This design comes from an exercise in tuning for small area on the open sky130 flow, not from production work.
RTL that was checked went through simulation tests only; none was proved equivalent to the original.
The RTL of runs 1 to 4 was laid out without a check of its function.
No activity file was given, so power comes from the tool's default toggle rates.

===== design/flow/design.v =====
`timescale 1ns/1ps
package video_pkg;
  typedef logic [9:0] hpos_t;
  typedef logic [9:0] vpos_t;
  typedef logic [5:0] rgb_t;
  localparam hpos_t H_VIEW  = 10'd640;
  localparam hpos_t H_TOTAL = 10'd800;
  localparam hpos_t H_SYNC_START = 10'd656;
  localparam hpos_t H_SYNC_END   = 10'd752;
  localparam vpos_t V_VIEW  = 10'd480;
  localparam vpos_t V_TOTAL = 10'd525;
  localparam vpos_t V_SYNC_START = 10'd490;
  localparam vpos_t V_SYNC_END   = 10'd492;
  localparam hpos_t H_HALF = 10'd320;
endpackage
`timescale 1ns/1ps
package texture_pkg;
  localparam int unsigned TEXEL_COUNT = 64;
  localparam logic [7:0] TSPI_CMD = 8'h6B;
  localparam int unsigned TSPI_CMD_LEN      = 8;
  localparam int unsigned TSPI_ADDR_LEN     = 24;
  localparam int unsigned TSPI_DUMMY_LEN    = 8;
  localparam int unsigned TSPI_PREAMBLE_LEN = TSPI_CMD_LEN + TSPI_ADDR_LEN + TSPI_DUMMY_LEN;
  localparam int unsigned TSPI_READ_LEN   = 2 * TEXEL_COUNT;
  localparam int unsigned TSPI_STREAM_LEN = TSPI_PREAMBLE_LEN + TSPI_READ_LEN;
  localparam int unsigned TSPI_HPOS_START = 640 - TSPI_PREAMBLE_LEN;
  typedef logic [1:0] wall_id_t;
  typedef logic [5:0] texu_t;
  typedef logic [5:0] texv_t;
  typedef logic [8:0] size_t;
  typedef logic [15:0] step_t;
  typedef logic [23:0] tex_addr_t;
  typedef logic [TEXEL_COUNT*6-1:0] texel_line_t;
  typedef enum logic [2:0] {
    TSPI_IDLE,
    TSPI_SEND_CMD,
    TSPI_SEND_ADDR,
    TSPI_DUMMY,
    TSPI_READ
  } tspi_phase_t;
endpackage
`timescale 1ns/1ps
module scan_timing (
  input  logic  clk,
  input  logic  reset,
  output video_pkg::hpos_t o_hpos,
  output video_pkg::vpos_t o_vpos,
  output logic  o_hmax,
  output logic  o_hsync_n,
  output logic  o_vsync_n,
  output logic  o_hblank,
  output logic  o_vblank,
  output logic  o_visible
);
  logic vmax;
  assign o_hmax = o_hpos[9] & o_hpos[8] & (&o_hpos[4:0]);
  assign vmax   = o_vpos[9] & o_vpos[3] & o_vpos[2];
  always_ff @(posedge clk) begin
    if (!reset || o_hmax) begin
      o_hpos <= '0;
    end else begin
      o_hpos <= o_hpos + 1'b1;
    end
    if (!reset || (o_hmax && vmax)) begin
      o_vpos <= '0;
    end else if (o_hmax) begin
      o_vpos <= o_vpos + 1'b1;
    end
  end
  assign o_hsync_n = !(o_hpos >= video_pkg::H_SYNC_START && o_hpos < video_pkg::H_SYNC_END);
  assign o_vsync_n = !(o_vpos >= video_pkg::V_SYNC_START && o_vpos < video_pkg::V_SYNC_END);
  assign o_hblank  = (o_hpos >= video_pkg::H_VIEW);
  assign o_vblank  = (o_vpos >= video_pkg::V_VIEW);
  assign o_visible = !o_hblank && !o_vblank;
endmodule
`timescale 1ns/1ps
module slice_queue (
  input  logic     clk,
  input  logic     reset,
  input  video_pkg::hpos_t    i_hpos,
  input  logic     i_slice_req,
  input  texture_pkg::wall_id_t i_slice_wall,
  input  logic     i_slice_side,
  input  texture_pkg::texu_t    i_slice_texu,
  input  texture_pkg::size_t    i_slice_size,
  input  texture_pkg::step_t    i_slice_step,
  output logic     o_slice_ack,
  output texture_pkg::wall_id_t cur_wall,
  output logic     cur_side,
  output texture_pkg::texu_t    cur_texu,
  output texture_pkg::size_t    cur_size,
  output texture_pkg::step_t    cur_step,
  output logic [6:0] late_end,
  output logic [6:0] late_step
);
  logic     pend_full;
  texture_pkg::wall_id_t pend_wall;
  logic     pend_side;
  texture_pkg::texu_t    pend_texu;
  texture_pkg::size_t    pend_size;
  texture_pkg::step_t    pend_step;
  logic take;
  logic promote;
  assign take    = i_slice_req && !o_slice_ack && !pend_full;
  assign promote = (i_hpos == texture_pkg::TSPI_HPOS_START - 1);
  always_ff @(posedge clk) begin
    if (!reset) begin
      o_slice_ack <= 1'b0;
      pend_full   <= 1'b0;
      cur_wall    <= '0;
    end else begin
      if (take) begin
        o_slice_ack <= 1'b1;
      end else if (!i_slice_req) begin
        o_slice_ack <= 1'b0;
      end
      if (take) begin
        pend_full <= 1'b1;
      end else if (promote) begin
        pend_full <= 1'b0;
      end
      if (promote) begin
        cur_wall <= pend_full ? pend_wall : '0;
      end
    end
  end
  always_ff @(posedge clk) begin
    if (promote) begin
      if (cur_wall == '0 || cur_size < 9'd256) begin
        late_end <= '0;
      end else if (cur_size >= 9'd320) begin
        late_end <= 7'd64;
      end else begin
        late_end <= {1'b0, cur_size[5:0]};
      end
      late_step <= cur_step[6:0];
    end
  end
  always_ff @(posedge clk) begin
    if (take) begin
      pend_wall <= i_slice_wall;
      pend_side <= i_slice_side;
      pend_texu <= i_slice_texu;
      pend_size <= i_slice_size;
      pend_step <= i_slice_step;
    end
    if (promote) begin
      cur_side <= pend_side;
      cur_texu <= pend_texu;
      cur_size <= pend_size;
      cur_step <= pend_step;
    end
  end
endmodule
`timescale 1ns/1ps
module texture_fetch (
  input  logic        clk,
  input  video_pkg::hpos_t       i_hpos,
  input  texture_pkg::wall_id_t    cur_wall,
  input  logic        cur_side,
  input  texture_pkg::texu_t       cur_texu,
  input  texture_pkg::texv_t       i_texv,
  output logic        o_tex_csb,
  output logic        o_tex_out0,
  output logic        o_tex_oeb0,
  input  logic [3:0]  i_tex_in,
  output video_pkg::rgb_t          o_texel
);
  logic [63:0] ring [6];
  logic        window;
  logic        nib_hi;
  logic [5:0]  nib_bit;
  texture_pkg::wall_id_t wall_index;
  logic [31:0] stream;
  assign window  = (i_hpos[9:7] == 3'b101);
  assign nib_hi  = i_hpos[0];
  assign nib_bit = {i_tex_in[2], i_tex_in[2], i_tex_in[1], i_tex_in[1], i_tex_in[0], i_tex_in[0]};
  for (genvar k = 0; k < 6; k++) begin : g_ring
    logic load;
    assign load = window && (nib_hi == k[0]);
    always_ff @(posedge clk) begin
      ring[k][63:2] <= ring[k][62:1];
      ring[k][1]    <= (load && i_hpos[6])  ? nib_bit[k] : ring[k][0];
      ring[k][0]    <= (load && !i_hpos[6]) ? nib_bit[k] : ring[k][63];
    end
  end
  assign o_tex_csb  = !(i_hpos >= 10'd600 && i_hpos < 10'd768);
  assign o_tex_oeb0 = (i_hpos >= 10'd632 && i_hpos < 10'd768);
  assign wall_index = cur_wall - 2'd1;
  assign stream = {texture_pkg::TSPI_CMD, 9'd0, wall_index, cur_side, cur_texu, 6'd0};
  assign o_tex_out0 = stream[5'd23 - i_hpos[4:0]];
  logic [5:0]  y;
  logic [63:0] sel;
  assign y = i_hpos[5:0] - {i_texv[4:0], 1'b0} + {5'd0, i_texv[5]};
  for (genvar j = 0; j < 64; j++) begin : g_sel
    assign sel[j] = (y == j);
  end
  for (genvar k = 0; k < 6; k++) begin : g_read
    logic [63:0] taps;
    for (genvar j = 0; j < 64; j++) begin : g_tap
      assign taps[j] = ring[k][(j + 31 - k % 2) % 64];
    end
    assign o_texel[k] = |(sel & taps);
  end
endmodule
`timescale 1ns/1ps
module wall_span (
  input  logic  clk,
  input  video_pkg::hpos_t i_hpos,
  input  logic  i_hmax,
  input  texture_pkg::wall_id_t    cur_wall,
  input  texture_pkg::size_t       cur_size,
  input  texture_pkg::step_t       cur_step,
  input  logic [6:0]  late_end,
  input  logic [6:0]  late_step,
  output logic  o_wall_en,
  output texture_pkg::texv_t o_texv
);
  logic [16:0] texv_acc;
  logic [16:0] texv_sum;
  logic        late;
  logic        early_en;
  logic [9:0]  offs;
  logic [8:0]  fold;
  texture_pkg::step_t step;
  assign offs     = i_hpos - video_pkg::H_HALF;
  assign fold     = offs[8:0] ^ {9{offs[9]}};
  assign early_en = (cur_wall != '0) && (fold < cur_size);
  assign late      = (i_hpos >= 10'd600);
  assign o_wall_en = late ? ({1'b0, i_hpos[5:0]} < late_end) : early_en;
  assign step      = late ? {9'd0, late_step} : cur_step;
  assign texv_sum = {1'b0, texv_acc[15:0]} + {1'b0, step};
  always_ff @(posedge clk) begin
    if (!o_wall_en || i_hmax) begin
      texv_acc <= '0;
    end else begin
      texv_acc <= {texv_acc[16] | texv_sum[16], texv_sum[15:0]};
    end
  end
  assign o_texv = texv_acc[16] ? '1 : texv_acc[15:10];
endmodule
`timescale 1ns/1ps
module pixel_mux (
  input  logic        i_visible,
  input  video_pkg::hpos_t       i_hpos,
  input  logic        i_wall_en,
  input  video_pkg::rgb_t        i_texel,
  input  video_pkg::rgb_t        i_sky,
  input  video_pkg::rgb_t        i_floor,
  output video_pkg::rgb_t        o_rgb
);
  always_comb begin
    if (!i_visible) begin
      o_rgb = '0;
    end else if (i_wall_en) begin
      o_rgb = i_texel;
    end else if (i_hpos < video_pkg::H_HALF) begin
      o_rgb = i_floor;
    end else begin
      o_rgb = i_sky;
    end
  end
endmodule
`timescale 1ns/1ps
module raycast_row (
  input  logic       clk,
  input  logic       reset,
  input  logic       i_slice_req,
  input  texture_pkg::wall_id_t   i_slice_wall,
  input  logic       i_slice_side,
  input  texture_pkg::texu_t      i_slice_texu,
  input  texture_pkg::size_t      i_slice_size,
  input  texture_pkg::step_t      i_slice_step,
  output logic       o_slice_ack,
  input  video_pkg::rgb_t       i_sky,
  input  video_pkg::rgb_t       i_floor,
  output logic       o_tex_csb,
  output logic       o_tex_out0,
  output logic       o_tex_oeb0,
  input  logic [3:0] i_tex_in,
  output logic       o_hsync_n,
  output logic       o_vsync_n,
  output logic       o_hblank,
  output logic       o_vblank,
  output video_pkg::hpos_t      o_hpos,
  output video_pkg::vpos_t      o_vpos,
  output video_pkg::rgb_t       o_rgb
);
  logic        hmax;
  logic        visible;
  logic        wall_en;
  texture_pkg::texv_t       texv;
  video_pkg::rgb_t          texel;
  texture_pkg::wall_id_t    cur_wall;
  logic        cur_side;
  texture_pkg::texu_t       cur_texu;
  texture_pkg::size_t       cur_size;
  texture_pkg::step_t       cur_step;
  logic [6:0]  late_end;
  logic [6:0]  late_step;
  scan_timing u_scan_timing (
    .clk       (clk),
    .reset     (reset),
    .o_hpos    (o_hpos),
    .o_vpos    (o_vpos),
    .o_hmax    (hmax),
    .o_hsync_n (o_hsync_n),
    .o_vsync_n (o_vsync_n),
    .o_hblank  (o_hblank),
    .o_vblank  (o_vblank),
    .o_visible (visible)
  );
  slice_queue u_slice_queue (
    .clk          (clk),
    .reset        (reset),
    .i_hpos       (o_hpos),
    .i_slice_req  (i_slice_req),
    .i_slice_wall (i_slice_wall),
    .i_slice_side (i_slice_side),
    .i_slice_texu (i_slice_texu),
    .i_slice_size (i_slice_size),
    .i_slice_step (i_slice_step),
    .o_slice_ack  (o_slice_ack),
    .cur_wall     (cur_wall),
    .cur_side     (cur_side),
    .cur_texu     (cur_texu),
    .cur_size     (cur_size),
    .cur_step     (cur_step),
    .late_end     (late_end),
    .late_step    (late_step)
  );
  texture_fetch u_texture_fetch (
    .clk         (clk),
    .i_hpos      (o_hpos),
    .cur_wall    (cur_wall),
    .cur_side    (cur_side),
    .cur_texu    (cur_texu),
    .i_texv      (texv),
    .o_tex_csb   (o_tex_csb),
    .o_tex_out0  (o_tex_out0),
    .o_tex_oeb0  (o_tex_oeb0),
    .i_tex_in    (i_tex_in),
    .o_texel     (texel)
  );
  wall_span u_wall_span (
    .clk        (clk),
    .i_hpos     (o_hpos),
    .i_hmax     (hmax),
    .cur_wall   (cur_wall),
    .cur_size   (cur_size),
    .cur_step   (cur_step),
    .late_end   (late_end),
    .late_step  (late_step),
    .o_wall_en  (wall_en),
    .o_texv     (texv)
  );
  pixel_mux u_pixel_mux (
    .i_visible (visible),
    .i_hpos    (o_hpos),
    .i_wall_en (wall_en),
    .i_texel   (texel),
    .i_sky     (i_sky),
    .i_floor   (i_floor),
    .o_rgb     (o_rgb)
  );
endmodule

===== design/flow/run.sh =====
#!/bin/bash
# synth_recipe.tcl (not shown) runs the flow's synth.tcl, then flattens the netlist and writes it again
# the make line also repeats each setting of config.mk as NAME=value (left out here)
make -C /OpenROAD-flow-scripts/flow DESIGN_CONFIG=/design/flow/config.mk WORK_HOME=/design/flow/orfs CLKGATE_MAP_FILE= SYNTH_SCRIPT=/design/flow/synth_recipe.tcl finish

===== design/flow/config.mk =====
export PLATFORM = sky130hd
export DESIGN_NAME = raycast_row
export DESIGN_NICKNAME = raycast_row
export VERILOG_FILES = /design/flow/design.v
export SDC_FILE = /design/flow/constraint.sdc
export NUM_CORES = 4
export LEC_CHECK = 0
export CAP_MARGIN = 20
export CORE_MARGIN = 2
export CORE_UTILIZATION = 40
export CTS_BUF_LIST = sky130_fd_sc_hd__clkbuf_4
export PLACE_DENSITY = 0.6
export SLEW_MARGIN = 20

===== design/flow/constraint.sdc =====
create_clock -name core_clock -period 20.0 [get_ports {clk}]
set_input_delay 4.0000 -clock core_clock [delete_from_list [all_inputs] [get_ports {clk}]]
set_output_delay 4.0000 -clock core_clock [all_outputs]
set_load 0.01 [all_outputs]

==> results of run 1 <==
-- kinds of logic after synthesis --
logic type	count (synthesis)
flip-flops	505
buffers and inverters	100
AND/OR/NAND/NOR	296
adder cells (fa/ha/maj)	51
AO/OA/AOI/OAI	357
multiplexers	57
XOR/XNOR	40
-- sequential cells by signal, summed over array words and instances, names as in the netlist, 7 cells and up --
register                 count
u_texture_fetch.ring       384
u_wall_span.texv_acc        17
u_slice_queue.cur_step      16
u_slice_queue.pend_step     16
u_scan_timing.o_hpos        10
u_scan_timing.o_vpos        10
u_slice_queue.cur_size       9
u_slice_queue.pend_size      9
u_slice_queue.late_end       7
u_slice_queue.late_step      7
-- layout make-up --
type,instances,area (sq um)
Antenna cell,6,15.0
Clock buffer,190,1430
Clock inverter,35,292
Fill cell,3874,21800
Inverter,38,143
Multi-Input combinational cell,801,5910
Sequential cell,505,10900
Tap cell,539,674
Timing Repair Buffer,117,1090
-- cells in the final DEF, fill, tap and decap left out, types with 13 or more instances in the layout --
| master | instances |
|---|---|
| a21oi_1 | 60 |
| clkbuf_4 | 190 |
| buf_4 | 32 |
| nand2_1 | 54 |
| clkinv_1 | 21 |
| a22oi_1 | 48 |
| edfxtp_1 | 80 |
| xor2_1 | 22 |
| nand4_1 | 14 |
| mux2i_1 | 20 |
| nand3_1 | 48 |
| a22o_1 | 23 |
| dfxtp_1 | 425 |
| a211oi_1 | 14 |
| nor2_1 | 67 |
| nor2b_1 | 20 |
| a31oi_1 | 18 |
| a221oi_1 | 25 |
| and3_1 | 20 |
| clkdlybuf4s50_1 | 85 |
| ha_1 | 48 |
| mux2_2 | 35 |
| and2_1 | 13 |
| inv_1 | 37 |
| o21ai_0 | 37 |
| nor3_1 | 19 |
-- routing by layer --
layer | routed length, microns | GRT usage | up-vias
li1 | - | - | 5701
met1 | 20300 | 0.273 | 5891
met2 | 20700 | 0.321 | 529
met3 | 4220 | 0.0762 | 103
met4 | 1260 | 0.102 | 0
met5 | 0 | 0 | -
-- worst paths after layout --
path	slack, ns	from	endpoint	cells after the start
worst max register to register	15.54	u_scan_timing.o_hpos[7]	u_wall_span.texv_acc[14]	14
worst max-delay path	9.80	u_scan_timing.o_hpos[3]	o_rgb[3]	11
worst min register to register	0.31	u_texture_fetch.ring[3][14]	u_texture_fetch.ring[3][15]	0
worst min-delay path	0.31	u_texture_fetch.ring[3][14]	u_texture_fetch.ring[3][15]	0
-- power groups by stage --
stage	clock, mW	combinational (mW)	sequential (mW)
final	0.915	0.215	1.04
after global routing	0.998	0.223	1.04
after CTS	0.938	0.209	1.04
after detailed placement	0	0.208	1.06
after global placement	0	0.207	1.06
after floorplan	0	0.117	1.06
-- stage by stage --
stage / power, mW / cells
final: 2.17 / 2231
after global routing: 2.26 / 2230
after CTS: 2.19 / 2225
after detailed placement: 1.27 / 2000
after global placement: 1.27 / 1999
after floorplan: 1.18 / 1406
-- worst max-delay path: cells and delay by family (launching register included) --
| kind | cells | cell delay [ns] |
|---|---|---|
| AOI/OAI and AO/OA | 6 | 2.29 |
| DFF | 1 | 0.69 |
| adders and majority gates | 2 | 0.88 |
| and+or+nand+nor | 2 | 0.91 |
| buffers and inverters | 1 | 0.52 |
==> summary.txt, run 1 <==
drt first-iter violations: 965
crit start category: flip-flop
largest family of logic cells by synthesized area: compound AO/OA/AOI/OAI gates
Peak VDD IR: 0.0000725 V
Req. time, crit path: 16.00 ns
outcome: no timing/DRC/antenna violations
Top Ports: 87
Fin Clk Skew: 0.0597 ns
Int Pwr: 1.60 mW
ys flop type: dfxtp_1
grt total ovfl: 0
setup bufs post-CTS: 0
routed via count: 12200
part of the Yosys area used for sequential elements: 0.634
die height: 211 microns
RSZ-0062 raised after global routing: false
PostCTS Resize Cnt: 0
Initial Utilization: 0.407
cell row count: 75
cell with the most instances after synthesis: dfxtp_1
Num CTS Buffers: 130
worst-skew pair later-pin latency: 0.93 ns
EDFF count, synth: 80
simple logic cell fraction of the synthesized area: 0.0876
ANT nets after route: 0
placed cell areas: 0.0187 sq mm
Syn Nets: 1510
core area: 0.0422 sq mm
Fin Hold WS: 0.307 ns
final number of setup-violating endpoints: 0
fmax: 98.1 MHz
htree depth: 4
crit end category: primary output
Sw Pwr: 0.569 mW
period utilisation layout: 0.510
Final Cell Area: 0.0205 sq mm
hold buffers post-CTS: 0
TritonCTS clock tree: yes
gr usage total: 0.213
final hold vios: 0
port buffer count: 85
Post-DP HPWL: 28500 microns
headroom to the max-slew limit: 0.251
crit path DAT: 6.20 ns
Clock power frac: 0.422
register share of total power: 0.479
P_leak: 7.84 nW
Setup WS post-layout: 9.80 ns
worst slack, placed: 10.27 ns
DRC viols: 0
via/cell ratio: 5.48
Final min period: 10.20 ns
Pins Over Slew Limit: 0
number of global-route vias before repair: 12300
top post-synthesis cells by count: dfxtp_1 (425), edfxtp_1 (80), nor2_1 (67)
largest net degree at the start of global routing: 49
Synth Area in XOR/XNOR: 0.0232
Syn Area/Cell: 12.2 sq um
initial antenna violation count: 3
Worst path max stage delay: 0.84 ns
slowest cell on the critical path: a2111oi_0
Post-Route Utilization: 0.485
synthesized instance count: 1406
Worst Setup Path Type: flip-flop to primary output
wire per inst: 20.8 microns
Synth Area in Compound Gates: 0.155
area share of fa/ha/maj cells after synthesis: 0.0375
clk sinks: 505
chip width: 211 microns
Cell variety after synth: 80
number of synthesized register bits: 505
worst min path class: flip-flop to flip-flop
Worst-path clk slew: 0.06 ns
TNS Setup: 0 ns
Syn. warnings: 6
Synth Cell Area: 0.0172 sq mm
# nets final: 1697
PwrDens: 106 mW/mm^2
Async SR Flop Fraction: 0
Longest Clk Path Bufs: 3
global placement routability congestion: 0.834
post-synth top area cell: dfxtp_1
max-capacitance violation count: 0
final wirelength: 46400 microns
Clock Tree Root: clkbuf_4
share of post-route cells with drive strength above 1: 0.186
TritonRoute pass-1 iters: 5
area share of the largest cell type after synthesis: 0.495
critical path peak fanout: 17
Worst-Margin Slew: 1.11 ns
crit-path cells: ha_1 > ha_1 > nand2b_1 > o32a_1 > nand2_1 > a221o_1 > o31ai_1 > o2111ai_1 > a2111oi_0 > a211oi_1 > clkdlybuf4s50_1
most used cell, CP: ha_1
Area contributors post-synth: dfxtp_1 (49%), edfxtp_1 (14%), ha_1 (3.6%)
first-pass GRT wire length: 70900 microns
Comb power frac: 0.099
Sw Share: 0.262
full die area: 0.0447 sq mm
mux share of post-synthesis cell area: 0.0372
Area Overhead vs Synth: 18.9%
==> run 2: changes to the inputs <==
--- a/design/flow/config.mk
+++ b/design/flow/config.mk
@@ -10,3 +10,4 @@
 export CORE_UTILIZATION = 40
-export CTS_BUF_LIST = sky130_fd_sc_hd__clkbuf_4
+export CTS_BUF_LIST = sky130_fd_sc_hd__clkbuf_2 sky130_fd_sc_hd__clkbuf_4
+export CTS_CLUSTER_SIZE = 20
 export PLACE_DENSITY = 0.6
==> run 2 against run 1 <==
Against the previous run: sequential power hardly changed; hold slack is the same; global-route usage is the same; register-to-register slack hardly changed; still clean; critical path type unchanged; sequential share of layout area stayed put.
==> summary.txt, run 2 <==
outcome: no timing/DRC/antenna violations
number of global-route vias before repair: 12300 (unchanged)
Worst Setup Path Type: flip-flop to primary output
Clock Tree Root: clkbuf_4
largest register by flop count: u_texture_fetch.ring
RR Startpoint: u_scan_timing.o_hpos[7]
worst reg2reg path endpoint: u_wall_span.texv_acc[14]
Fin Clk Skew: 0.0597 ns (unchanged)
Syn. warnings: 6 (unchanged)
TNS Setup: 0 ns (unchanged)
Final min period: 10.20 ns (unchanged)
ANT nets after route: 0 (unchanged)
Cell variety after synth: 80 (unchanged)
share of post-route cells with drive strength above 1: 0.186 (unchanged)
area share of the largest cell type after synthesis: 0.495 (unchanged)
Buf+Inv Stages, Crit Path: 1 (unchanged)
Top Ports: 87 (unchanged)
most used cell, CP: ha_1
Worst Setup EP: o_rgb[3]
P_leak: 7.84 nW (unchanged)
most common cell after layout, fill and taps aside: dfxtp_1
Largest register FFs: 384 (unchanged)
Synth Cell Area: 0.0172 sq mm (unchanged)
largest net degree at the start of global routing: 49 (unchanged)
WHS Path Cells: 0 (unchanged)
top post-synthesis cells by count: dfxtp_1 (425), edfxtp_1 (80), nor2_1 (67)
via/cell ratio: 5.48 (unchanged)
commonest non-fill, non-tap cells in the layout: dfxtp_1 (425), clkbuf_4 (190), clkdlybuf4s50_1 (85)
Syn Area/Cell: 12.2 sq um (unchanged)
period utilisation layout: 0.510 (unchanged)
Crit. Startpoint: u_scan_timing.o_hpos[3]
Reg2Reg Setup Slack: 15.54 ns (about the same)
crit start category: flip-flop
wire per inst: 20.8 microns (unchanged)
worst-skew pair later-pin latency: 0.93 ns (about the same)
first-pass GRT wire length: 70900 microns (unchanged)
RSZ-0062 raised after global routing: false
full die area: 0.0447 sq mm (unchanged)
setup bufs post-CTS: 0 (unchanged)
M3 GR Usage: 0.0762 (unchanged)
global placement routability congestion: 0.834 (unchanged)
Syn Nets: 1510 (unchanged)
cell with the most instances after synthesis: dfxtp_1
Crit path max-delay family: compound AO/OA/AOI/OAI gates
Worst-Margin Slew: 1.11 ns (unchanged)
Worst path max stage delay: 0.84 ns (about the same)
GR Layer Usage met1: 0.273 (unchanged)
chip width: 211 microns (unchanged)
critical path peak fanout: 17 (unchanged)
# nets final: 1697 (unchanged)
EDFF count, synth: 80 (unchanged)
worst min path class: flip-flop to flip-flop
Area Overhead vs Synth: 18.9% (unchanged)
Area contributors post-synth: dfxtp_1 (49%), edfxtp_1 (14%), ha_1 (3.6%)
Async SR Flop Fraction: 0 (unchanged)
Pins Over Slew Limit: 0 (unchanged)
final number of setup-violating endpoints: 0 (unchanged)
Post-DP HPWL: 28500 microns (unchanged)
ys flop type: dfxtp_1
cell row count: 75 (unchanged)
Peak VDD IR: 0.0000725 V (unchanged)
hold buffers post-CTS: 0 (unchanged)
synthesized instance count: 1406 (unchanged)
Initial Utilization: 0.407 (unchanged)
number of synthesized register bits: 505 (unchanged)
crit end category: primary output
global-route met2 utilization: 0.321 (unchanged)
PwrDens: 106 mW/mm^2 (unchanged)
Worst-path clk slew: 0.06 ns (about the same)
final wirelength: 46400 microns (unchanged)
core area: 0.0422 sq mm (unchanged)
routed via count: 12200 (unchanged)
biggest regs: u_texture_fetch.ring: 384 flops, u_wall_span.texv_acc: 17 flops
Req. time, crit path: 16.00 ns (about the same)
crit-path cells: ha_1 > ha_1 > nand2b_1 > o32a_1 > nand2_1 > a221o_1 > o31ai_1 > o2111ai_1 > a2111oi_0 > a211oi_1 > clkdlybuf4s50_1
crit path DAT: 6.20 ns (about the same)
TritonRoute pass-1 iters: 5 (unchanged)
Num CTS Buffers: 130 (unchanged)
drt first-iter violations: 965 (unchanged)
grt total ovfl: 0 (unchanged)
gr usage total: 0.213 (unchanged)
port buffer count: 85 (unchanged)
TritonCTS clock tree: yes
Fill cells: 3874 (unchanged)
critical path depth in cells: 11 (unchanged)
max-capacitance violation count: 0 (unchanged)
Reg2Reg Depth: 14 (unchanged)
post-synth top area cell: dfxtp_1
part of the Yosys area used for sequential elements: 0.634 (unchanged)
Longest Clk Path Bufs: 3 (unchanged)
clk sinks: 505 (unchanged)
most crowded layer after global routing: met2
PostCTS Resize Cnt: 0 (unchanged)
DRC viols: 0 (unchanged)
final hold vios: 0 (unchanged)
fmax: 98.1 MHz (unchanged)
total power after layout: 2.17 mW (unchanged)
headroom to the max-slew limit: 0.251 (unchanged)
slowest cell on the critical path: a2111oi_0
die height: 211 microns (unchanged)
htree depth: 4 (unchanged)
initial antenna violation count: 3 (unchanged)
-- run 2: cell counts after synthesis --
Identical to the previous run, type by type.
-- run 2: cell type report --
class | count | area, sq um | share of cell area
inverters | 38 | 143 | 0.00697
well taps | 539 | 674 | 0.0330
flip-flops and latches | 505 | 10900 | 0.533
clock buffers | 190 | 1430 | 0.0697
multi-input cells | 801 | 5910 | 0.289
diodes | 6 | 15.0 | 0.000734
clock inverters | 35 | 292 | 0.0142
repair buffers | 117 | 1090 | 0.0533
-- run 2: cell families (layout without fill, tap and decap cells) --
kind of cell / after synthesis / in the layout / synth area share
AND/OR/NAND/NOR: 296 / 296 / 0.0876
XOR/XNOR: 40 / 40 / 0.0232
multiplexers: 57 / 57 / 0.0372
flip-flops: 505 / 505 / 0.634
other: 0 / 6 / 0
adder cells (fa/ha/maj): 51 / 51 / 0.0375
AO/OA/AOI/OAI: 357 / 357 / 0.155
buffers and inverters: 100 / 380 / 0.0259
-- run 2: how the worst min path moves through the flow --
stage	slack, ns	startpoint	endpoint
floorplan	0.32	u_texture_fetch.ring[0][19]	u_texture_fetch.ring[0][20]
global placement	0.33	u_texture_fetch.ring[3][31]	u_texture_fetch.ring[3][32]
detailed placement	0.33	u_texture_fetch.ring[3][8]	u_texture_fetch.ring[3][9]
CTS	0.29	u_texture_fetch.ring[3][14]	u_texture_fetch.ring[3][15]
global route	0.29	u_texture_fetch.ring[3][14]	u_texture_fetch.ring[3][15]
finish	0.31	u_texture_fetch.ring[3][14]	u_texture_fetch.ring[3][15]
-- run 2: worst register-to-register path, cell delays in order, from the launching register on --
cell,delay (ns)
dfxtp_1,0.74
inv_1,0.18
ha_1,0.26
nor2b_1,0.17
o41ai_4,0.40
buf_4,0.30
mux2_2,0.36
ha_1,0.33
o21a_1,0.13
o21ai_0,0.36
a21oi_1,0.16
o31a_1,0.31
o21ai_0,0.34
mux2i_1,0.23
a21oi_1,0.07
-- run 2: through the flow --
step	std cells	hold WS, ns	setup slack, ns	utilization	area [sq um]
floorplan	1406	0.323	11.43	-	17200
global placement	1999	0.328	10.25	0.443	18700
detailed placement	2000	0.329	10.27	0.444	18700
CTS	2225	0.289	9.82	0.484	20400
global route	2230	0.292	9.51	0.485	20500
finish	2231	0.307	9.80	0.485	20500
-- run 2: report_power, final --
group,internal [mW],switching [mW]
sequential,1.04,0.00269
combinational,0.0625,0.152
clock,0.501,0.414
-- run 2: layer usage --
metal	part of all wire	vias to the layer above
met5	0	-
met4	0.027	0
met3	0.091	103
met2	0.45	529
met1	0.44	5891
li1	-	5701
==> run 3: changes to the inputs <==
--- a/design/flow/design.v
+++ b/design/flow/design.v
@@ -69,6 +69,7 @@
   end
-  assign o_hsync_n = !(o_hpos >= video_pkg::H_SYNC_START && o_hpos < video_pkg::H_SYNC_END);
-  assign o_vsync_n = !(o_vpos >= video_pkg::V_SYNC_START && o_vpos < video_pkg::V_SYNC_END);
-  assign o_hblank  = (o_hpos >= video_pkg::H_VIEW);
-  assign o_vblank  = (o_vpos >= video_pkg::V_VIEW);
+  assign o_hblank  = o_hpos[9] & (o_hpos[8] | o_hpos[7]);
+  assign o_hsync_n = !(o_hpos[9] & !o_hpos[8] & o_hpos[7]
+                       & (o_hpos[6:4] != 3'b000) & (o_hpos[6:4] != 3'b111));
+  assign o_vblank  = o_vpos[9] | (&o_vpos[8:5]);
+  assign o_vsync_n = !(o_vpos[9:1] == 9'b011110101);
   assign o_visible = !o_hblank && !o_vblank;
@@ -228,3 +229,3 @@
   assign early_en = (cur_wall != '0) && (fold < cur_size);
-  assign late      = (i_hpos >= 10'd600);
+  assign late      = i_hpos[9] & i_hpos[6] & (i_hpos[5] | (i_hpos[4] & i_hpos[3]));
   assign o_wall_en = late ? ({1'b0, i_hpos[5:0]} < late_end) : early_en;
@@ -256,3 +257,3 @@
       o_rgb = i_texel;
-    end else if (i_hpos < video_pkg::H_HALF) begin
+    end else if (!i_hpos[9] && !(i_hpos[8] && (i_hpos[7] || i_hpos[6]))) begin
       o_rgb = i_floor;
--- a/design/flow/config.mk
+++ b/design/flow/config.mk
@@ -10,4 +10,5 @@
 export CORE_UTILIZATION = 40
-export CTS_BUF_LIST = sky130_fd_sc_hd__clkbuf_2 sky130_fd_sc_hd__clkbuf_4
-export CTS_CLUSTER_SIZE = 20
+export CTS_BUF_LIST = sky130_fd_sc_hd__clkbuf_8
+export CTS_CLUSTER_DIAMETER = 60
+export CTS_CLUSTER_SIZE = 12
 export PLACE_DENSITY = 0.6
==> run 3 against run 2 <==
Against the previous run: still clean; sequential share of layout area grew 4.1 points; core utilization shrank 2.0 points; die area shrank 3.2%; via count shrank 10%; final area shrank 7.1%; synthesized cell count shrank 3.7%; largest power group unchanged; highest routed layer is now met5.
==> summary.txt, run 3 <==
Worst Hold Path EP: u_texture_fetch.ring[4][60]
Area contributors post-synth: dfxtp_1 (51%), edfxtp_1 (14%), a22oi_1 (3.7%)
number of synthesized register bits: 505 (unchanged)
worst-skew pair later-pin latency: 0.65 ns (-0.28 ns)
share of post-route cells with drive strength above 1: 0.0964 (-0.0892)
grt total ovfl: 0 (unchanged)
final number of setup-violating endpoints: 0 (unchanged)
die height: 208 microns (-1.6%)
synthesized instance count: 1354 (-3.7%)
Cell variety after synth: 76 (-5.0%)
Fin Hold WS: 0.342 ns (+0.0342 ns)
RR Startpoint: u_scan_timing.o_hpos[6]
hold buffers post-CTS: 0 (unchanged)
crit start category: flip-flop
Num CTS Buffers: 50 (-62%)
EDFF count, synth: 80 (unchanged)
max-capacitance violation count: 0 (unchanged)
chip width: 208 microns (-1.6%)
Post-DP HPWL: 25700 microns (-9.7%)
number of global-route vias before repair: 11100 (-10%)
Largest register FFs: 384 (unchanged)
Pins Over Slew Limit: 0 (unchanged)
wire per inst: 20.9 microns (+0.52%)
TritonRoute pass-1 iters: 5 (unchanged)
htree depth: 2 (-2)
initial antenna violation count: 1 (-2)
drt first-iter violations: 908 (-5.9%)
global placement routability congestion: 0.800 (-4.1%)
Req. time, crit path: 16.00 ns (about the same)
Longest Clk Path Bufs: 3 (unchanged)
Synth Cell Area: 0.0166 sq mm (-3.3%)
Top Ports: 87 (unchanged)
critical path peak fanout: 15 (-2)
first-pass GRT wire length: 63900 microns (-9.9%)
biggest regs: u_texture_fetch.ring: 384 flops, u_wall_span.texv_acc: 17 flops
Final min period: 9.71 ns (-0.481 ns)
Initial Utilization: 0.407 (-0.000686)
crit end category: primary output
number of diodes: 0 (-6)
part of the Yosys area used for sequential elements: 0.655 (+0.0213)
headroom to the max-slew limit: 0.278 (+0.0263)
Worst-path clk slew: 0.08 ns (+0.02 ns)
Syn. warnings: 6 (unchanged)
Peak VDD IR: 0.0000458 V (-37%)
WHS Path Cells: 0 (unchanged)
Worst-Margin Slew: 1.08 ns (-0.0333 ns)
post-synth top area cell: dfxtp_1
largest net degree at the start of global routing: 52 (+6.1%)
via/cell ratio: 5.50 (+0.31%)
area share of the largest cell type after synthesis: 0.511 (+0.0166)
P_leak: 7.05 nW (-10%)
final wirelength: 41700 microns (-10%)
period utilisation layout: 0.486 (-0.0240)
core area: 0.0409 sq mm (-3.1%)
Syn Nets: 1457 (-3.5%)
Reg2Reg Setup Slack: 15.19 ns (-0.35 ns)
Syn Area/Cell: 12.3 sq um (+0.46%)
Fill cells: 3744 (-3.4%)
clk sinks: 505 (unchanged)
full die area: 0.0433 sq mm (-3.2%)
Worst Setup Path Type: flip-flop to primary output
fmax: 103 MHz (+5.0%)
gr usage total: 0.190 (-0.0230)
Area Overhead vs Synth: 14.2%
worst reg2reg path endpoint: u_wall_span.texv_acc[15]
ys flop type: dfxtp_1
port buffer count: 85 (unchanged)
final hold vios: 0 (unchanged)
TritonCTS clock tree: yes
ANT nets after route: 0 (unchanged)
cell with the most instances after synthesis: dfxtp_1
worst min path class: flip-flop to flip-flop
cell row count: 74 (-1.3%)
DRC viols: 0 (unchanged)
Fin Clk Skew: 0.0389 ns (-0.0208 ns)
PostCTS Resize Cnt: 0 (unchanged)
routed via count: 11000 (-10%)
commonest non-fill, non-tap cells in the layout: dfxtp_1 (425), clkdlybuf4s50_1 (85), a22oi_1 (83)
top post-synthesis cells by count: dfxtp_1 (425), a22oi_1 (83), edfxtp_1 (80)
TNS Setup: 0 ns (unchanged)
outcome: no timing/DRC/antenna violations
Clock Tree Root: clkbuf_8
setup bufs post-CTS: 0 (unchanged)
most common cell after layout, fill and taps aside: dfxtp_1
# nets final: 1550 (-8.7%)
worst hold start: u_texture_fetch.ring[4][59]
crit path DAT: 5.71 ns (-0.49 ns)
RSZ-0062 raised after global routing: false
Reg2Reg Depth: 13 (-1)
largest register by flop count: u_texture_fetch.ring
PwrDens: 94.5 mW/mm^2 (-11%)
Async SR Flop Fraction: 0 (unchanged)
run 3: cells by family (layout without fill, tap and decap cells):
kind of cell    after synthesis  in the layout  share of synthesized area
mux                          40             40                     0.0265
flops                       505            505                      0.655
buf+inv                      98            206                     0.0248
simple gates                300            300                     0.0914
compound gates              317            317                      0.140
fa+ha+maj                    50             50                     0.0380
xor+xnor                     44             44                     0.0240
run 3: power breakdown:
part | internal [mW] | switching (mW) | total, mW
clock | 0.252 | 0.331 | 0.583
sequential | 1.04 | 0.00351 | 1.04
combinational | 0.0532 | 0.121 | 0.174
total | 1.34 | 0.455 | 1.80
run 3: area by class of cell:
type,instances,area (sq um),area share
Clock buffer,52,716,0.0377
Clock inverter,15,111,0.00586
Inverter,31,116,0.00612
Multi-Input combinational cell,751,5470,0.288
Sequential cell,505,10900,0.574
Tap cell,532,666,0.0350
Timing Repair Buffer,108,1020,0.0538
run 3: per-layer routing:
metal	global-route usage	share of wire	vias to the layer above
li1	-	-	5155
met1	0.256	0.45	5283
met2	0.301	0.44	444
met3	0.0482	0.085	75
met4	0.0624	0.026	2
met5	0	0.00031	-
run 3: critical path, cell delays in order, from the launching register on:
cell	delay [ns]
dfxtp_1	0.73
o21ai_0	0.25
xor2_1	0.75
xor2_1	0.15
ha_1	0.35
a211oi_1	0.08
o21ai_0	0.18
o211ai_1	0.11
o211ai_1	0.14
o311a_1	0.73
buf_4	0.32
a2111oi_0	0.09
and3_1	0.29
a221oi_1	0.29
clkdlybuf4s50_1	0.61
run 3: worst max path at each step:
stage	cells after the start	slack [ns]	startpoint	to
4_1_cts	12	10.30	u_scan_timing.o_hpos[2]	o_rgb[1]
5_1_grt	13	10.05	u_scan_timing.o_hpos[6]	o_rgb[1]
3_5_place_dp	5	10.36	i_floor[2]	o_rgb[2]
6_report	14	10.29	u_scan_timing.o_hpos[6]	o_rgb[1]
2_1_floorplan	2	11.51	i_floor[0]	o_rgb[0]
3_3_place_gp	5	10.39	i_floor[2]	o_rgb[2]
run 3: through the flow:
stage / total power, mW / worst slack [ns] / cell area [sq um] / utilization / std cells
final: 1.80 / 10.29 / 19000 / 0.464 / 1994
after global routing: 1.86 / 10.05 / 19000 / 0.464 / 1994
after CTS: 1.82 / 10.30 / 19000 / 0.464 / 1994
after detailed placement: 1.24 / 10.36 / 18200 / 0.444 / 1927
after global placement: 1.23 / 10.39 / 18200 / 0.444 / 1927
after floorplan: 1.16 / 11.51 / 16600 / - / 1354
==> run 4: changes to the inputs <==
--- a/design/flow/config.mk
+++ b/design/flow/config.mk
@@ -10,5 +10,5 @@
 export CORE_UTILIZATION = 40
-export CTS_BUF_LIST = sky130_fd_sc_hd__clkbuf_8
-export CTS_CLUSTER_DIAMETER = 60
-export CTS_CLUSTER_SIZE = 12
+export CTS_BUF_LIST = sky130_fd_sc_hd__clkbuf_16
+export CTS_CLUSTER_DIAMETER = 80
+export CTS_CLUSTER_SIZE = 20
 export PLACE_DENSITY = 0.6
==> run 4 against run 3 <==
Against the previous run: still clean; clock skew down 0.023 ns; core utilization up 0.17 points; global-route usage down 0.30 points; register-to-register slack about the same; sequential cell count unchanged; fmax up 0.39%; clock-buffer cell count down 21; largest cell class unchanged; largest power group unchanged.
==> summary.txt, run 4 <==
Fill cells: 3721 (-0.61%)
Top Ports: 87 (unchanged)
total power after layout: 1.84 mW (+2.7%)
worst hold start: u_texture_fetch.ring[3][25]
TritonRoute pass-1 iters: 6 (+1)
register area: 0.0109 sq mm (unchanged)
routed via count: 10900 (-0.60%)
crit path DAT: 5.68 ns (-0.03 ns)
htree depth: 1 (-1)
Area Overhead vs Synth: 14.6%
period utilisation layout: 0.484 (-0.00188)
gr usage total: 0.187 (-0.00296)
ANT nets after route: 0 (unchanged)
synthesized instance count: 1354 (unchanged)
part of the Yosys area used for sequential elements: 0.655 (unchanged)
Cell variety after synth: 76 (unchanged)
ys flop type: dfxtp_1
area share of the largest cell type after synthesis: 0.511 (unchanged)
number of diodes: 0 (unchanged)
global placement routability congestion: 0.800 (unchanged)
worst slack, placed: 10.36 ns (unchanged)
Pins Over Slew Limit: 0 (unchanged)
initial antenna violation count: 1 (unchanged)
final hold vios: 0 (unchanged)
Syn Nets: 1457 (unchanged)
DRC viols: 0 (unchanged)
Worst-Margin Slew: 1.09 ns (+0.00784 ns)
GR Layer Usage met1: 0.259 (+0.00344)
Fin Hold WS: 0.340 ns (-0.00178 ns)
Crit. Startpoint: u_scan_timing.o_hpos[6]
die height: 208 microns (unchanged)
Req. time, crit path: 16.00 ns (about the same)
Peak VDD IR: 0.0000723 V (+58%)
Reg2Reg Depth: 13 (unchanged)
post-synth top area cell: dfxtp_1
Largest register FFs: 384 (unchanged)
final wirelength: 41400 microns (-0.74%)
TritonCTS clock tree: yes
most crowded layer after global routing: met2
cell with the most instances after synthesis: dfxtp_1
outcome: no timing/DRC/antenna violations
crit end category: primary output
hold buffers post-CTS: 0 (unchanged)
largest net degree at the start of global routing: 52 (unchanged)
number of global-route vias before repair: 10900 (-1.3%)
headroom to the max-slew limit: 0.269 (-0.00920)
Worst-path clk slew: 0.08 ns (about the same)
TNS Setup: 0 ns (unchanged)
top post-synthesis cells by count: dfxtp_1 (425), a22oi_1 (83), edfxtp_1 (80)
number of synthesized register bits: 505 (unchanged)
Synth Cell Area: 0.0166 sq mm (unchanged)
Post-Route Utilization: 0.466 (+0.00168)
port buffer count: 85 (unchanged)
Num CTS Buffers: 31 (-38%)
worst min path class: flip-flop to flip-flop
RSZ-0062 raised after global routing: false
Post-DP HPWL: 25700 microns (unchanged)
first-pass GRT wire length: 63600 microns (-0.49%)
WHS Path Cells: 0 (unchanged)
placed cell areas: 0.0182 sq mm (unchanged)
Clock Tree Root: clkbuf_16
# nets final: 1531 (-1.2%)
core area: 0.0409 sq mm (unchanged)
fmax: 103 MHz (+0.39%)
full die area: 0.0433 sq mm (unchanged)
grt total ovfl: 0 (unchanged)
crit start category: flip-flop
Syn. warnings: 6 (unchanged)
clk sinks: 505 (unchanged)
max-capacitance violation count: 0 (unchanged)
Final Cell Area: 0.0191 sq mm (+0.36%)
via/cell ratio: 5.53 (+0.66%)
final number of setup-violating endpoints: 0 (unchanged)
Fin Clk Skew: 0.0158 ns (-0.0231 ns)
global-route met2 utilization: 0.300 (-0.000458)
worst-skew pair later-pin latency: 0.61 ns (-0.04 ns)
Setup WS post-layout: 10.32 ns (+0.0376 ns)
Syn Area/Cell: 12.3 sq um (unchanged)
critical path peak fanout: 15 (unchanged)
Placed Cells: 1927 (unchanged)
chip width: 208 microns (unchanged)
biggest regs: u_texture_fetch.ring: 384 flops, u_wall_span.texv_acc: 17 flops
M3 GR Usage: 0.0367 (-0.0115)
P_leak: 7.05 nW (about the same)
EDFF count, synth: 80 (unchanged)
cell row count: 74 (unchanged)
RR Startpoint: u_scan_timing.o_hpos[6]
setup bufs post-CTS: 0 (unchanged)
Initial Utilization: 0.407 (unchanged)
Worst Setup Path Type: flip-flop to primary output
wire per inst: 21.0 microns (+0.52%)
Longest Clk Path Bufs: 3 (unchanged)
share of post-route cells with drive strength above 1: 0.0842 (-0.0122)
largest register by flop count: u_texture_fetch.ring
PwrDens: 96.7 mW/mm^2 (+2.3%)
drt first-iter violations: 954 (+5.1%)
Area contributors post-synth: dfxtp_1 (51%), edfxtp_1 (14%), a22oi_1 (3.7%)
Final min period: 9.68 ns (-0.0376 ns)
Async SR Flop Fraction: 0 (unchanged)
commonest non-fill, non-tap cells in the layout: dfxtp_1 (425), clkdlybuf4s50_1 (85), a22oi_1 (83)
PostCTS Resize Cnt: 0 (unchanged)
multi-input logic area: 0.00547 sq mm (unchanged)
Final Non-Filler Cells: 1969 (-1.3%)
most common cell after layout, fill and taps aside: dfxtp_1
[run 4: area by class of cell]
| type | instances | share of cell area |
|---|---|---|
| timing repair buffer | 108 | 0.0536 |
| clock inverter | 11 | 0.00630 |
| clock buffer | 31 | 0.0407 |
| multi-input combinational | 751 | 0.286 |
| inverter | 31 | 0.00610 |
| tap | 532 | 0.0349 |
| sequential | 505 | 0.572 |
[run 4: power breakdown]
part	leakage, nW	switching (mW)	total [mW]	internal (mW)
clock network	0.451	0.334	0.631	0.297
registers	4.15	0.00355	1.04	1.04
logic	2.45	0.121	0.174	0.0532
total	7.05	0.458	1.84	1.39
[run 4: cells by family (layout without fill, tap and decap cells)]
family	count (synthesis)	in the layout	share of synthesized area
AOI/OAI and AO/OA	317	317	0.140
xor gates and xnor gates	44	44	0.0240
adders and majority gates	50	50	0.0380
buffers and inverters	98	181	0.0248
DFF	505	505	0.655
muxes	40	40	0.0265
and+or+nand+nor	300	300	0.0914
[run 4: final timing paths]
kind,end,slack [ns]
min reg2reg,u_texture_fetch.ring[3][26],0.34
max reg2reg,u_wall_span.texv_acc[15],15.20
min,u_texture_fetch.ring[3][26],0.34
max,o_rgb[1],10.32
[run 4: worst max-delay path, cell delays in order (launching register included)]
cell and delay [ns]:
dfxtp_1 0.74, o21ai_0 0.26, xor2_1 0.77, xor2_1 0.15, ha_1 0.35, a211oi_1 0.08
o21ai_0 0.18, o211ai_1 0.11, o211ai_1 0.14, o311a_1 0.70, buf_4 0.32, a2111oi_0 0.09
and3_1 0.28, a221oi_1 0.29, clkdlybuf4s50_1 0.60
[run 4: per-layer routing]
metal	routed length, microns	vias up
li1	-	5108
met5	13	-
met2	18400	393
met3	3050	71
met1	18800	5319
met4	1060	2
==> run 5: changes to the inputs <==
--- a/design/flow/design.v
+++ b/design/flow/design.v
@@ -69,7 +69,6 @@
   end
-  assign o_hblank  = o_hpos[9] & (o_hpos[8] | o_hpos[7]);
-  assign o_hsync_n = !(o_hpos[9] & !o_hpos[8] & o_hpos[7]
-                       & (o_hpos[6:4] != 3'b000) & (o_hpos[6:4] != 3'b111));
-  assign o_vblank  = o_vpos[9] | (&o_vpos[8:5]);
-  assign o_vsync_n = !(o_vpos[9:1] == 9'b011110101);
+  assign o_hsync_n = !(o_hpos >= video_pkg::H_SYNC_START && o_hpos < video_pkg::H_SYNC_END);
+  assign o_vsync_n = !(o_vpos >= video_pkg::V_SYNC_START && o_vpos < video_pkg::V_SYNC_END);
+  assign o_hblank  = (o_hpos >= video_pkg::H_VIEW);
+  assign o_vblank  = (o_vpos >= video_pkg::V_VIEW);
   assign o_visible = !o_hblank && !o_vblank;
@@ -93,3 +92,3 @@
   output texture_pkg::step_t    cur_step,
-  output logic [6:0] late_end,
+  output logic [5:0] late_left,
   output logic [6:0] late_step
@@ -127,12 +126,16 @@
   end
+  logic [8:0] left_full;
+  assign left_full = cur_size - 9'd280;
   always_ff @(posedge clk) begin
     if (promote) begin
-      if (cur_wall == '0 || cur_size < 9'd256) begin
-        late_end <= '0;
-      end else if (cur_size >= 9'd320) begin
-        late_end <= 7'd64;
+      if (cur_wall == '0 || cur_size <= 9'd280) begin
+        late_left <= '0;
+      end else if (cur_size >= 9'd343) begin
+        late_left <= '1;
       end else begin
-        late_end <= {1'b0, cur_size[5:0]};
+        late_left <= left_full[5:0];
       end
       late_step <= cur_step[6:0];
+    end else if (late_left != '0) begin
+      late_left <= late_left - 1'b1;
     end
@@ -169,19 +172,11 @@
 );
-  logic [63:0] ring [6];
-  logic        window;
-  logic        nib_hi;
-  logic [5:0]  nib_bit;
+  logic [127:0] ring_r, ring_g, ring_b;
+  logic         window;
   texture_pkg::wall_id_t wall_index;
-  logic [31:0] stream;
-  assign window  = (i_hpos[9:7] == 3'b101);
-  assign nib_hi  = i_hpos[0];
-  assign nib_bit = {i_tex_in[2], i_tex_in[2], i_tex_in[1], i_tex_in[1], i_tex_in[0], i_tex_in[0]};
-  for (genvar k = 0; k < 6; k++) begin : g_ring
-    logic load;
-    assign load = window && (nib_hi == k[0]);
-    always_ff @(posedge clk) begin
-      ring[k][63:2] <= ring[k][62:1];
-      ring[k][1]    <= (load && i_hpos[6])  ? nib_bit[k] : ring[k][0];
-      ring[k][0]    <= (load && !i_hpos[6]) ? nib_bit[k] : ring[k][63];
-    end
+  logic [31:0]  stream;
+  assign window = (i_hpos[9:7] == 3'b101);
+  always_ff @(posedge clk) begin
+    ring_r <= {ring_r[126:0], window ? i_tex_in[0] : ring_r[127]};
+    ring_g <= {ring_g[126:0], window ? i_tex_in[1] : ring_g[127]};
+    ring_b <= {ring_b[126:0], window ? i_tex_in[2] : ring_b[127]};
   end
@@ -192,15 +187,26 @@
   assign o_tex_out0 = stream[5'd23 - i_hpos[4:0]];
-  logic [5:0]  y;
-  logic [63:0] sel;
-  assign y = i_hpos[5:0] - {i_texv[4:0], 1'b0} + {5'd0, i_texv[5]};
-  for (genvar j = 0; j < 64; j++) begin : g_sel
-    assign sel[j] = (y == j);
-  end
-  for (genvar k = 0; k < 6; k++) begin : g_read
-    logic [63:0] taps;
-    for (genvar j = 0; j < 64; j++) begin : g_tap
-      assign taps[j] = ring[k][(j + 31 - k % 2) % 64];
-    end
-    assign o_texel[k] = |(sel & taps);
+  logic [6:0] u, u1;
+  logic [5:0] idx_e, idx_o;
+  logic [63:0] ev_r, ev_g, ev_b, od_r, od_g, od_b;
+  logic        e_r, e_g, e_b, o_r, o_g, o_b;
+  assign u     = i_hpos[6:0] + 7'd31;
+  assign u1    = i_hpos[6:0] + 7'd30;
+  assign idx_e = u[6:1] - i_texv;
+  assign idx_o = u1[6:1] - i_texv;
+  for (genvar j = 0; j < 64; j++) begin : g_split
+    assign ev_r[j] = ring_r[2*j];
+    assign ev_g[j] = ring_g[2*j];
+    assign ev_b[j] = ring_b[2*j];
+    assign od_r[j] = ring_r[2*j+1];
+    assign od_g[j] = ring_g[2*j+1];
+    assign od_b[j] = ring_b[2*j+1];
   end
+  assign e_r = ev_r[idx_e];
+  assign e_g = ev_g[idx_e];
+  assign e_b = ev_b[idx_e];
+  assign o_r = od_r[idx_o];
+  assign o_g = od_g[idx_o];
+  assign o_b = od_b[idx_o];
+  assign o_texel = u[0] ? {e_b, o_b, e_g, o_g, e_r, o_r}
+                        : {o_b, e_b, o_g, e_g, o_r, e_r};
 endmodule
@@ -214,3 +220,3 @@
   input  texture_pkg::step_t       cur_step,
-  input  logic [6:0]  late_end,
+  input  logic [5:0]  late_left,
   input  logic [6:0]  late_step,
@@ -219,2 +225,4 @@
 );
+  logic [10:0] col_plus;
+  logic [10:0] span_hi;
   logic [16:0] texv_acc;
@@ -223,10 +231,9 @@
   logic        early_en;
-  logic [9:0]  offs;
-  logic [8:0]  fold;
   texture_pkg::step_t step;
-  assign offs     = i_hpos - video_pkg::H_HALF;
-  assign fold     = offs[8:0] ^ {9{offs[9]}};
-  assign early_en = (cur_wall != '0) && (fold < cur_size);
-  assign late      = i_hpos[9] & i_hpos[6] & (i_hpos[5] | (i_hpos[4] & i_hpos[3]));
-  assign o_wall_en = late ? ({1'b0, i_hpos[5:0]} < late_end) : early_en;
+  assign col_plus  = {1'b0, i_hpos} + {2'b00, cur_size};
+  assign span_hi   = 11'(video_pkg::H_HALF) + {2'b00, cur_size};
+  assign early_en  = (cur_wall != '0) && (col_plus >= 11'(video_pkg::H_HALF))
+                     && ({1'b0, i_hpos} < span_hi);
+  assign late      = (i_hpos >= 10'd600);
+  assign o_wall_en = late ? (late_left != '0) : early_en;
   assign step      = late ? {9'd0, late_step} : cur_step;
@@ -257,3 +264,3 @@
       o_rgb = i_texel;
-    end else if (!i_hpos[9] && !(i_hpos[8] && (i_hpos[7] || i_hpos[6]))) begin
+    end else if (i_hpos < video_pkg::H_HALF) begin
       o_rgb = i_floor;
@@ -299,3 +306,3 @@
   texture_pkg::step_t       cur_step;
-  logic [6:0]  late_end;
+  logic [5:0]  late_left;
   logic [6:0]  late_step;
@@ -329,3 +336,3 @@
     .cur_step     (cur_step),
-    .late_end     (late_end),
+    .late_left    (late_left),
     .late_step    (late_step)
@@ -352,3 +359,3 @@
     .cur_step   (cur_step),
-    .late_end   (late_end),
+    .late_left  (late_left),
     .late_step  (late_step),
--- a/design/flow/config.mk
+++ b/design/flow/config.mk
@@ -10,5 +10,2 @@
 export CORE_UTILIZATION = 40
-export CTS_BUF_LIST = sky130_fd_sc_hd__clkbuf_16
-export CTS_CLUSTER_DIAMETER = 80
-export CTS_CLUSTER_SIZE = 20
 export PLACE_DENSITY = 0.6
==> run 5 against run 4 <==
Against the previous run: first-iteration DRC count is 54% lower; fmax is 3.0% lower; die area is 4.1% higher; clock power is about 50% higher; sequential cell count is 1 lower; clock skew is 0.014 ns higher; critical path depth is 9 lower.
==> summary.txt, run 5 <==
P_leak: 7.76 nW (+10%)
number of synthesized register bits: 504 (-0.20%)
Num CTS Buffers: 50 (+61%)
Fill cells: 3657 (-1.7%)
crit start category: primary input
Cell variety after synth: 55 (-28%)
most common cell after layout, fill and taps aside: dfxtp_1
Final min period: 9.98 ns (+0.303 ns)
chip width: 212 microns (+2.0%)
commonest non-fill, non-tap cells in the layout: dfxtp_1 (425), mux4_2 (121), clkdlybuf4s50_1 (85)
part of the Yosys area used for sequential elements: 0.628 (-0.0279)
TNS Setup: 0 ns (unchanged)
Worst Setup Path Type: primary input to primary output
post-synth top area cell: dfxtp_1
Worst-Margin Slew: 0.844 ns (-0.244 ns)
Initial Utilization: 0.404 (-0.00244)
Fin Clk Skew: 0.0297 ns (+0.0139 ns)
area share of the largest cell type after synthesis: 0.491 (-0.0204)
first-pass GRT wire length: 54500 microns (-14%)
global-route met2 utilization: 0.252 (-0.0487)
synthesized instance count: 1170 (-14%)
crit end category: primary output
top post-synthesis cells by count: dfxtp_1 (425), mux4_2 (121), edfxtp_1 (79)
DRC viols: 0 (unchanged)
Synth Cell Area: 0.0173 sq mm (+4.2%)
worst min path class: flip-flop to flip-flop
RSZ-0062 raised after global routing: false
cell with the most instances after synthesis: dfxtp_1
Post-DP HPWL: 22600 microns (-12%)
Worst-path clk slew: 0.06 ns (-0.02 ns)
crit path DAT: 5.98 ns (+0.30 ns)
max-capacitance violation count: 0 (unchanged)
biggest regs: u_texture_fetch.ring_b: 128 flops, u_texture_fetch.ring_g: 128 flops, u_texture_fetch.ring_r: 128 flops
TritonRoute pass-1 iters: 4 (-2)
clk sinks: 504 (-0.20%)
EDFF count, synth: 79 (-1.3%)
Async SR Flop Fraction: 0 (unchanged)
number of global-route vias before repair: 9828 (-10%)
largest net degree at the start of global routing: 53 (+1.9%)
global placement routability congestion: 0.787 (-1.6%)
Peak VDD IR: 0.0000638 V (-12%)
final wirelength: 34800 microns (-16%)
# nets final: 1400 (-8.6%)
Syn Area/Cell: 14.8 sq um (+21%)
full die area: 0.0450 sq mm (+4.1%)
GR Layer Usage met1: 0.213 (-0.0464)
hold buffers post-CTS: 0 (unchanged)
Longest Clk Path Bufs: 3 (unchanged)
period utilisation layout: 0.499 (+0.0152)
Syn. warnings: 5 (-1)
M3 GR Usage: 0.0356 (-0.00108)
ANT nets after route: 0 (unchanged)
initial antenna violation count: 0 (-1)
Area Overhead vs Synth: 18.8%
share of post-route cells with drive strength above 1: 0.191 (+0.107)
PwrDens: 104 mW/mm^2 (+7.2%)
worst-skew pair later-pin latency: 0.60 ns (about the same)
number of diodes: 0 (unchanged)
Top Ports: 87 (unchanged)
via/cell ratio: 4.95 (-11%)
final hold vios: 0 (unchanged)
Fin Hold WS: 0.323 ns (-0.0171 ns)
routed via count: 9417 (-14%)
grt total ovfl: 0 (unchanged)
most crowded layer after global routing: met2
gr usage total: 0.157 (-0.0299)
PostCTS Resize Cnt: 0 (unchanged)
final number of setup-violating endpoints: 0 (unchanged)
Area contributors post-synth: dfxtp_1 (49%), mux4_2 (16%), edfxtp_1 (14%)
fmax: 100 MHz (-3.0%)
cell row count: 76 (+2.7%)
htree depth: 2 (+1)
Clock Tree Root: clkbuf_16
Pins Over Slew Limit: 0 (unchanged)
critical path peak fanout: 1 (-14)
drt first-iter violations: 441 (-54%)
total power after layout: 2.14 mW (+16%)
headroom to the max-slew limit: 0.437 (+0.168)
Syn Nets: 1290 (-11%)
setup bufs post-CTS: 0 (unchanged)
TritonCTS clock tree: yes
wire per inst: 18.3 microns (-13%)
die height: 212 microns (+2.0%)
ys flop type: dfxtp_1
port buffer count: 85 (unchanged)
outcome: no timing/DRC/antenna violations
core area: 0.0429 sq mm (+4.8%)
Req. time, crit path: 16.00 ns (about the same)
-- run 5: worst paths after layout --
kind                            slack [ns]                          end  cells after the start                         from
worst max-delay path                 10.02                     o_rgb[1]                      5                     i_sky[1]
worst min-delay path                  0.32  u_texture_fetch.ring_g[104]                      0  u_texture_fetch.ring_g[103]
worst max register to register       15.21     u_wall_span.texv_acc[14]                     19      u_scan_timing.o_hpos[1]
worst min register to register        0.32  u_texture_fetch.ring_g[104]                      0  u_texture_fetch.ring_g[103]
-- run 5: stage by stage --
stage          setup slack [ns]   util  cells  area [sq um]
5_1_grt                    9.90  0.480   1903         20600
4_1_cts                   10.07  0.480   1902         20600
2_1_floorplan             11.48      -   1170         17300
3_3_place_gp              10.08  0.441   1812         18900
6_report                  10.02  0.480   1903         20600
3_5_place_dp              10.07  0.441   1812         18900
-- run 5: cell families after synthesis --
family                   after synthesis  synth area share
AND/OR/NAND/NOR                      197            0.0571
multiplexers                         151             0.176
XOR/XNOR                              46            0.0232
adder cells (fa/ha/maj)               67            0.0501
buffers and inverters                 81            0.0199
AO/OA/AOI/OAI                        124            0.0465
flip-flops                           504             0.628
-- run 5: metal layers --
metal / share of wire / vias up
li1: - / 4517
met1: 0.47 / 4658
met2: 0.46 / 186
met3: 0.050 / 56
met4: 0.025 / 0
met5: 0 / -
-- run 5: critical path, cell delays in order --
cell and delay, ns:
clkdlybuf4s50_1 0.45, nor2b_1 0.12, a211oi_1 0.10, a211oi_1 0.63
clkdlybuf4s50_1 0.67
-- run 5: area by class of cell --
cell class	instances	area, sq um	share of cell area
Multi-Input combinational cell	585	6180	0.300
Inverter	39	146	0.00710
Tap cell	585	732	0.0355
Clock buffer	72	1470	0.0712
Sequential cell	504	10900	0.528
Clock inverter	18	240	0.0117
Timing Repair Buffer	100	963	0.0468
-- run 5: power breakdown --
part | total [mW] | leakage, nW | internal [mW] | switching (mW)
Clock | 0.949 | 0.840 | 0.555 | 0.394
Sequential | 1.04 | 4.17 | 1.04 | 0.00381
Combinational | 0.148 | 2.75 | 0.0640 | 0.0836

==> port drivers added, routing unchanged <==
The flow's constraints put no driver on any port. The routed layouts listed below were extracted and timed again, unchanged, in two steps. Step 1 (the two cells are an assumption about what drives the block):
set clk [get_ports {clk}]
set_driving_cell -lib_cell sky130_fd_sc_hd__clkbuf_16 $clk
set_driving_cell -lib_cell sky130_fd_sc_hd__buf_2 [delete_from_list [all_inputs] $clk]
Step 2 times the ports against the registers' clock, not the clock port: input delays grow and output delays shrink by t, the midpoint of the rising clock arrivals with the driver on. Three values: ideal ports, drivers, drivers and shift; two values: the first two.
| run | t (ns) | setup WS [ns] | worst data-port slew with drivers (ns) | pins driven straight from the clock port |
|---|---|---|---|---|
| run 1 | 0.959 | 9.805 / 9.751 / 10.197 | 0.05 | 1 |
| run 2 | 0.959 | 9.805 / 9.751 / 10.197 | 0.05 | 1 |
| run 3 | 0.680 | 10.286 / 10.233 / 10.372 | 0.06 | 1 |
| run 4 | 0.652 | 10.323 / 10.268 / 10.350 | 0.06 | 1 |
| run 5 | 0.637 | 10.020 / 9.990 / 9.990 | 0.04 | 1 |
After both steps setup and hold are still met in every run listed. The setup slack of run 5, which loses most, moves by -0.030 ns with the drivers and by -0.030 ns with both steps.
